Context: an optimization exercise on an open-source flow, tuned for small area and few clock cycles. The choices shown serve that exercise and are no tape-out recipe. RTL that was checked went through simulation tests only; none was proved equivalent to the original. Power is estimated from default activity; no workload was simulated.

// usb_tx_top
module usb_tx_top (
  input  logic                   clock,
  input  logic                   reset,
  input  logic                   req,
  input  usb_tx_pkg::host_byte_t wdata,
  output logic                   ack,
  output logic                   pid_error,
  output usb_tx_pkg::line_t      line,
  output logic                   busy
);
Size: ~650 cells after synthesis, ~320 flip-flops.
clock: 10.0 ns
lec_check: 0
cap_margin: 20
core_margin: 2
core_utilization: 40
cts_buf_list: sky130_fd_sc_hd__clkbuf_4
cts_cluster_diameter: 40
cts_cluster_size: 10
slew_margin: 20
standard.sh (not shown) runs the stock make flow with config.mk's settings and CLKGATE_MAP_FILE= SYNTH_SCRIPT=/design/flow/synth_recipe.tcl, a recipe that flattens the netlist after the stock synthesis.
==> flow/flow/run.sh <==
#!/bin/bash
# The standard layout, with the port buffers made of the smallest buffer cell.
set -euo pipefail
export BUFFER_PORTS_ARGS="-buffer_cell sky130_fd_sc_hd__buf_1"
bash standard.sh > standard_flow.log 2>&1
The first run completed with no timing, DRC or antenna violations.
Edit:
Settings changed: CTS_BUF_LIST sky130_fd_sc_hd__clkbuf_4 to sky130_fd_sc_hd__clkbuf_8, CTS_CLUSTER_DIAMETER 40 to 60, CTS_CLUSTER_SIZE 10 to 20.
Non-clock buffer count is unchanged. Worst hold slack is better by 0.010 ns. Sequential power hardly moves.
No functional check of the RTL was part of any run of this note.

* * *

## JK
Another version of the RTL of usb_tx_top (not shown whole).
Size in the first run: roughly 320 flip-flops, roughly 17 I/O pins, ~8000 sq um of cells after synthesis.
## usb_tx_top
module usb_tx_top (
  input  logic                   clock,
  input  logic                   reset,
  input  logic                   req,
  input  usb_tx_pkg::host_byte_t wdata,
  output logic                   ack,
  output logic                   pid_error,
  output usb_tx_pkg::line_t      line,
  output logic                   busy
);
Settings: LEC_CHECK=0, CAP_MARGIN=20, CORE_MARGIN=2, CORE_UTILIZATION=70, CTS_BUF_LIST=sky130_fd_sc_hd__clkbuf_4, CTS_CLUSTER_DIAMETER=40, CTS_CLUSTER_SIZE=12, SLEW_MARGIN=20; clock period 10.0 ns.
==> flow/flow/run.sh <==
#!/bin/bash
# The standard layout with two changes: synthesis maps the logic with an
# area-oriented ABC script (flow/synth.tcl, flow/area.abc), and the port
# buffers are the smallest buffer cell. Each step's output goes to its own log.
set -euo pipefail
here=$(pwd)
export BUFFER_PORTS_ARGS="-buffer_cell sky130_fd_sc_hd__buf_1"
export AREA_ABC_SCRIPT=$here/flow/area.abc
export FLOW_SYNTH_TCL=$here/synth_recipe.tcl
sed -E "s#SYNTH_SCRIPT=('[^']*'|[^ ]*)#SYNTH_SCRIPT=$here/flow/synth.tcl#" standard.sh > area_synth.sh
grep -q "SYNTH_SCRIPT=$here/flow/synth.tcl" area_synth.sh
bash area_synth.sh synth > synth_step.log 2>&1
bash standard.sh > layout_steps.log 2>&1
==> flow/flow/area.abc <==
&get -n
&st
&dch -f
&nf -R 1000
&put
strash
&get -n
&st
&dch -f
&nf -R 1000
&put
topo
dnsize -c
==> flow/flow/synth.tcl <==
# The standard flow's synthesis script, with ABC's logic mapping done by the area-oriented
# script flow/area.abc instead of ORFS's speed script. Registers are untouched.
proc abc {args} {
  set new {}
  set skip 0
  foreach a $args {
    if {$skip} { set skip 0; continue }
    if {$a eq "-script"} { set skip 1; lappend new -script $::env(AREA_ABC_SCRIPT); continue }
    lappend new $a
  }
  yosys abc {*}$new
}
source $::env(FLOW_SYNTH_TCL)
Testbench counts of JK, summed over its fixed seeds: cycles 131,526.
The inputs of MS differ from those of JK as listed below.
Settings: CORE_UTILIZATION now 40, was 70; CTS_CLUSTER_DIAMETER now 60, was 40; CTS_CLUSTER_SIZE now 20, was 12; CTS_BUF_LIST now sky130_fd_sc_hd__clkbuf_8, was sky130_fd_sc_hd__clkbuf_4.
## What came out
Result for MS and JK: all clean. MS against JK: final cell count went up; met3 usage in global routing now sits lower; reported leakage power roughly the same. Re share of cell area taken by multi-input logic gates: MS is 0.39 points down on JK. Side by side, non-clock buffer instance count of the final layout turned out higher in MS than in JK. Portion of the layout cell area used by clock cells, MS and JK, lower one = JK. For total of fill cells in the finished design, dividing the value from JK by the value from MS gives 0.41. Between MS and JK, maximum frequency is lower for MS, JK comes in above that. Detailed-routing wirelength on met1: lower on JK.
Modified inputs, AL compared to MS
Settings: CORE_UTILIZATION: 40 -> 70.
--- outcome ---
AL: no failed stages, no open violations at the end
~same buffers inserted during post-CTS setup optimization in AL and MS
The relative contribution of the clock network to total power number comes out higher for MS vs AL.
On via count, AL and MS are basically level.

* * *

## quartz
The RTL this note starts from:
==> flow/design.v <==
`default_nettype none
package usb_tx_pkg;
  typedef logic [7:0] host_byte_t;
  typedef struct packed {
    logic [3:0] check;
    logic [3:0] pid_type;
  } pid_fields_t;
  typedef union packed {
    logic [7:0]  raw;
    pid_fields_t f;
  } pid_t;
  typedef struct packed {
    logic [7:0] data;
    logic       last;   
    logic       pid;    
  } buf_entry_t;
  typedef struct packed {
    logic drive;   
    logic dp;
    logic dm;
  } line_t;
endpackage
`default_nettype wire
`timescale 1ns/1ps
`default_nettype none
module host_write_port (
  input  logic                   clock,
  input  logic                   reset,
  input  logic                   req,
  input  usb_tx_pkg::host_byte_t wdata,
  output logic                   ack,
  output logic                   pid_error,
  output logic                   wr_en,
  input  logic                   wr_slot,
  input  logic                   full,
  output logic                   hdr_done,   
  input  logic                   pending
);
  logic [5:0] rem;        
  logic       pid_next;   
  logic       pid_ok;
  logic       len_in;
  logic       pid_in;
  logic       good;
  logic       last_in;
  logic       can;
  logic       accept;
  assign len_in   = (rem == '0);
  assign pid_in   = !len_in && pid_next;
  assign good     = pid_in ? (wdata[7:4] == ~wdata[3:0]) : pid_ok;
  assign last_in  = (rem == 6'd1);
  assign hdr_done = len_in || pid_in || !pid_ok;
  assign can    = len_in || !good || (wr_slot && !full && !(pid_in && pending));
  assign accept = req && !ack && can;
  assign wr_en  = accept && !len_in && good;
  always_ff @(posedge clock) begin
    if (reset) begin
      ack       <= 1'b0;
      pid_error <= 1'b0;
      rem       <= '0;
    end else begin
      ack       <= accept || (ack && req);
      pid_error <= accept && last_in && !good;
      if (accept) rem <= len_in ? wdata[5:0] : rem - 6'd1;
    end
  end
  always_ff @(posedge clock) begin
    if (accept) pid_next <= len_in;
    if (accept && pid_in) pid_ok <= good;
  end
endmodule
`default_nettype wire
`timescale 1ns/1ps
`default_nettype none
module packet_buffer (
  input  logic       clock,
  input  logic       reset,
  input  logic       wr_en,
  input  logic [7:0] wdata,
  output logic       wr_slot,    
  input  logic       rd_en,
  output logic       rd_slot,    
  output logic [7:0] tap,
  output logic       full,
  output logic       empty
);
  localparam int K = 31;
  localparam logic [4:0] Z     = 5'b11111;
  localparam logic [4:0] Z_M3  = 5'b10011;   
  logic [K*8-1:0] ring;
  logic [4:0]     wt;
  logic [4:0]     rt;
  logic           lw;    
  assign tap     = ring[K*8-1 -: 8];
  assign wr_slot = (wt == Z);
  assign rd_slot = (rt == Z);
  assign full    = (wt == rt) && lw;
  assign empty   = (wt == rt) && !lw;
  always_ff @(posedge clock) begin
    ring <= {ring[K*8-9:0], wr_en ? wdata : tap};
  end
  always_ff @(posedge clock) begin
    if (reset) begin
      wt <= Z;
      rt <= Z;
      lw <= 1'b0;
    end else begin
      wt <= wr_en ? Z_M3 : {wt[3:0], wt[4] ^ wt[2]};
      rt <= rd_en ? Z_M3 : {rt[3:0], rt[4] ^ rt[2]};
      if (wr_en || rd_en) lw <= wr_en;
    end
  end
endmodule
`default_nettype wire
`timescale 1ns/1ps
`default_nettype none
module line_serializer (
  input  logic              clock,
  input  logic              reset,
  input  logic              hdr_done,  
  output logic              pending,   
  input  logic              rd_slot,
  input  logic              empty,
  input  logic [7:0]        tap,
  output logic              rd_en,
  output usb_tx_pkg::line_t line,
  output logic              busy
);
  typedef enum logic [2:0] {
    S_IDLE = 3'b000,
    S_SYNC = 3'b001,
    S_PID  = 3'b010,
    S_DATA = 3'b011,
    S_CRC  = 3'b100,
    S_TAIL = 3'b110    
  } state_t;
  state_t      state;
  logic [1:0]  cyc;
  logic [2:0]  ones;      
  logic [2:0]  bit_idx;
  logic [7:0]  sh;        
  logic [7:0]  nx;
  logic        nxv;
  logic        shv;       
  logic        lvl;
  logic        crc_lo;    
  logic [15:0] crc;
  logic        drained;   
  logic bit_sh, fb, hdr;
  logic tick, stuff, tail, stream, in_byte, in_crc, cur, din;
  logic bitstep, bytedone, start, preload, sh_load, se0;
  assign tick     = (cyc == 2'd3);
  assign stuff    = (ones == 3'b100);    
  assign busy     = (state != S_IDLE);
  assign tail     = (state == S_TAIL);
  assign stream   = busy && !tail;
  assign in_byte  = (state == S_PID) || (state == S_DATA);
  assign in_crc   = (state == S_CRC);
  assign bit_sh   = sh[bit_idx];
  assign cur      = (state == S_SYNC) ? (bit_idx == 3'd7) : in_crc ? ~crc[0] : bit_sh;
  assign din      = in_crc ? crc[0] : bit_sh;
  assign fb       = crc[0] ^ din;
  assign hdr      = (state == S_SYNC) || (state == S_PID);
  assign bitstep  = tick && stream && !stuff;
  assign bytedone = bitstep && (bit_idx == 3'd7);
  assign start    = !busy && hdr_done && (!empty || nxv || shv);
  assign preload  = (!busy || state == S_SYNC) && !shv && nxv;
  assign sh_load  = preload || (bytedone && in_byte && nxv);
  assign rd_en    = !nxv && rd_slot && !empty && !(busy && drained);
  assign pending  = !empty || (busy ? !drained : (nxv || shv));
  assign se0  = tail && (bit_idx[0] ^ bit_idx[1]);
  assign line = {busy, busy && !se0 && lvl, busy && !se0 && !lvl};
  always_ff @(posedge clock) begin
    if (rd_en) nx <= tap;
    if (sh_load) sh <= nx;
    if (bitstep)
      crc <= {hdr || fb, crc[15], crc[14] ^ (fb && !hdr), crc[13:2], crc[1] ^ (fb && !hdr)};
  end
  always_ff @(posedge clock) begin
    if (reset) begin
      state   <= S_IDLE;
      nxv     <= 1'b0;
      shv     <= 1'b0;
      cyc     <= '0;
      drained <= 1'b0;
      ones    <= 3'b001;
      lvl     <= 1'b1;
    end else begin
      if (tick) ones <= (stuff || !cur || tail) ? 3'b001 : {ones[1:0], ones[2] ^ ones[1]};
      if (tick && (stuff || (!cur && stream))) lvl <= !lvl;
      else if (tick && tail && bit_idx == 3'd2) lvl <= 1'b1;
      cyc     <= busy ? cyc + 2'd1 : 2'd0;
      drained <= busy && (drained || empty);
      if (rd_en) nxv <= 1'b1;
      else if (sh_load) nxv <= 1'b0;
      if (bytedone && state == S_SYNC) shv <= 1'b0;
      else if (preload) shv <= 1'b1;
      if (!busy) bit_idx <= '0;
      else if (tick && !stuff) bit_idx <= bit_idx + 3'd1;
      if (bytedone && state == S_SYNC) crc_lo <= (sh[1:0] == 2'b11);
      else if (bytedone && in_crc) crc_lo <= 1'b0;
      if (start) state <= S_SYNC;
      else if (tick) begin
        case (state)
          S_SYNC:  if (bytedone) state <= S_PID;
          S_PID, S_DATA:
            if (bytedone) state <= nxv ? S_DATA : crc_lo ? S_CRC : S_TAIL;
          S_CRC:   if (bytedone && !crc_lo) state <= S_TAIL;
          S_TAIL:  if (!stuff && bit_idx == 3'd3) state <= S_IDLE;
          default: state <= S_IDLE;
        endcase
      end
    end
  end
endmodule
`default_nettype wire
`timescale 1ns/1ps
`default_nettype none
module usb_tx_top (
  input  logic                   clock,
  input  logic                   reset,
  input  logic                   req,
  input  usb_tx_pkg::host_byte_t wdata,
  output logic                   ack,
  output logic                   pid_error,
  output usb_tx_pkg::line_t      line,
  output logic                   busy
);
  logic       wr_en;
  logic       full;
  logic       empty;
  logic       wr_slot;
  logic       rd_slot;
  logic       rd_en;
  logic [7:0] tap;
  logic       hdr_done;
  logic       pending;
  host_write_port u_host_write_port (
    .clock     (clock),
    .reset     (reset),
    .req       (req),
    .wdata     (wdata),
    .ack       (ack),
    .pid_error (pid_error),
    .wr_en     (wr_en),
    .wr_slot   (wr_slot),
    .full      (full),
    .hdr_done  (hdr_done),
    .pending   (pending)
  );
  packet_buffer u_packet_buffer (
    .clock   (clock),
    .reset   (reset),
    .wr_en   (wr_en),
    .wdata   (wdata),
    .wr_slot (wr_slot),
    .rd_en   (rd_en),
    .rd_slot (rd_slot),
    .tap     (tap),
    .full    (full),
    .empty   (empty)
  );
  line_serializer u_line_serializer (
    .clock    (clock),
    .reset    (reset),
    .hdr_done (hdr_done),
    .pending  (pending),
    .rd_slot  (rd_slot),
    .empty    (empty),
    .tap      (tap),
    .rd_en    (rd_en),
    .line     (line),
    .busy     (busy)
  );
endmodule
`default_nettype wire
clock: 10.0 ns
lec_check: 0
cap_margin: 20
core_margin: 2
core_utilization: 75
cts_buf_list: sky130_fd_sc_hd__clkbuf_8
cts_cluster_diameter: 50
cts_cluster_size: 19
place_density: 0.85
slew_margin: 20
==> flow/flow/area.abc <==
&get -n
&st
&deepsyn -T 20
&dch -f
&nf -R 1000
&put
topo
dnsize -c
Scripts as last shown in full above: flow/flow/run.sh, flow/flow/synth.tcl
quartz went all the way through the flow, and no timing, DRC or antenna check failed.
Testbench counts of quartz, summed over its fixed seeds: cycles 131,526.
> inputs changed (quartz -> xenon)
diff --git a/flow/config.mk b/flow/config.mk
--- a/flow/config.mk
+++ b/flow/config.mk
@@ -9,7 +9,6 @@
 export CORE_MARGIN = 2
-export CORE_UTILIZATION = 75
+export CORE_UTILIZATION = 70
 export CTS_BUF_LIST = sky130_fd_sc_hd__clkbuf_8
 export CTS_CLUSTER_DIAMETER = 50
-export CTS_CLUSTER_SIZE = 19
-export PLACE_DENSITY = 0.85
+export CTS_CLUSTER_SIZE = 18
 export SLEW_MARGIN = 20
### Flow results
- Diff quartz -> xenon: clock buffer count now larger; leakage power of the design comparable; power now smaller; number of buffers inserted during clock tree synthesis now larger.
- Delta (xenon minus quartz): initial standard-cell utilization of the core fell 4.6 points; number of tap cells inserted rose by 2.9%.
> inputs changed (xenon -> maple)
diff --git a/flow/config.mk b/flow/config.mk
--- a/flow/config.mk
+++ b/flow/config.mk
@@ -9,6 +9,6 @@
 export CORE_MARGIN = 2
-export CORE_UTILIZATION = 70
+export CORE_UTILIZATION = 80
 export CTS_BUF_LIST = sky130_fd_sc_hd__clkbuf_8
-export CTS_CLUSTER_DIAMETER = 50
-export CTS_CLUSTER_SIZE = 18
+export CTS_CLUSTER_DIAMETER = 45
+export CTS_CLUSTER_SIZE = 20
 export SLEW_MARGIN = 20
Notes after the runs:
Per the comparison of maple with xenon, height of the die down about 6%; actual slew at the worst max-slew pin higher; sequential power now sits at about the same level.
Per the comparison of maple with xenon, count of clock-net buffers in the final layout shows no meaningful change, wire length shows an increase of 4100 µm, logic depth of the worst register-to-register path shows no meaningful change, inserted tap cell count shows a reduction of 7.
Between xenon and maple, clock power share increased.
| total of plain and repair buffers excluding clock buffers | maple vs xenon | ≈ equal |
diff inputs: maple => fjord
==> flow/flow/area.abc <==
&get -n
&st
&dch -f
&nf -R 1000
&put
strash
&get -n
&st
&dch -f
&nf -R 1000
&put
topo
dnsize -c
diff --git a/flow/config.mk b/flow/config.mk
--- a/flow/config.mk
+++ b/flow/config.mk
@@ -9,6 +9,6 @@
 export CORE_MARGIN = 2
-export CORE_UTILIZATION = 80
+export CORE_UTILIZATION = 70
 export CTS_BUF_LIST = sky130_fd_sc_hd__clkbuf_8
-export CTS_CLUSTER_DIAMETER = 45
-export CTS_CLUSTER_SIZE = 20
+export CTS_CLUSTER_DIAMETER = 50
+export CTS_CLUSTER_SIZE = 18
 export SLEW_MARGIN = 20
[summary]
Slowest stage cell on the critical path: nor3_1 -> maple, nor2b_1 -> fjord. On antenna cell count, maple and fjord are neck and neck. fjord against maple: site row count went up; final critical path time including I/O delays and setup shrank by 510 ps; reg2reg setup slack climbed 670 ps. Relative to maple, worst hold slack increased by 11 ps in fjord. Sort maple and fjord by fraction of layout instances using a drive strength above 1, ascending, and fjord comes first. fjord: static power due to leakage is about 1.3% lower than what maple reported. Cmp maple and fjord / post-route total power / lower: fjord. Any difference in final area between fjord and maple is small enough to ignore.

afterwards: timing with drivers on the ports:
Ports are ideal in the flow. The routed layouts listed here were re-timed in OpenROAD.
Step 1: set_driving_cell puts a clkbuf_16 on clock and a buf_2 on each other input, an assumption about the parent block.
Step 2 moves the port delays by t, midway between the first and last clock arrival at a register: inputs arrive t later, outputs are due t later. That takes back most of the time a late clock gives input paths.
Three values: no drivers, after step 1, after step 2; two values: the first two.
| run | shift t [ns] | setup WS [ns] | hold slack, ns | worst setup path at the end | slew at the worst register clock pin (ns) |
|---|---|---|---|---|---|
| the first run of note 1 | 0.678 | 5.847 / 5.807 / 5.866 | 0.317 / 0.317 / 0.317 | input to register | 0.11 / 0.11 |
| the second run of note 1 | 0.587 | 5.917 / 5.880 / 5.889 | 0.328 / 0.328 / 0.328 | input to register | 0.12 / 0.12 |
| JK | 0.669 | 5.633 / 5.596 / 5.606 | 0.319 / 0.319 / 0.319 | input to register | 0.12 / 0.12 |
| MS | 0.560 | 5.556 / 5.520 / 5.704 | 0.329 / 0.329 / 0.329 | input to register | 0.12 / 0.12 |
| AL | 0.548 | 5.739 / 5.703 / 5.619 | 0.323 / 0.323 / 0.323 | input to register | 0.11 / 0.11 |
| quartz | 0.553 | 5.386 / 5.352 / 5.326 | 0.328 / 0.328 / 0.328 | input to register | 0.11 / 0.11 |
| xenon | 0.548 | 5.411 / 5.377 / 5.542 | 0.315 / 0.315 / 0.315 | input to register | 0.12 / 0.12 |
| maple | 0.573 | 5.369 / 5.330 / 5.028 | 0.305 / 0.305 / 0.305 | input to register | 0.12 / 0.12 |
| fjord | 0.538 | 5.882 / 5.898 / 5.360 | 0.316 / 0.316 / 0.316 | input to register | 0.11 / 0.11 |
After both steps setup and hold are still met in every run listed. For fjord, which loses most, drivers alone change the setup slack by +0.016 ns; drivers and shift together by -0.522 ns.
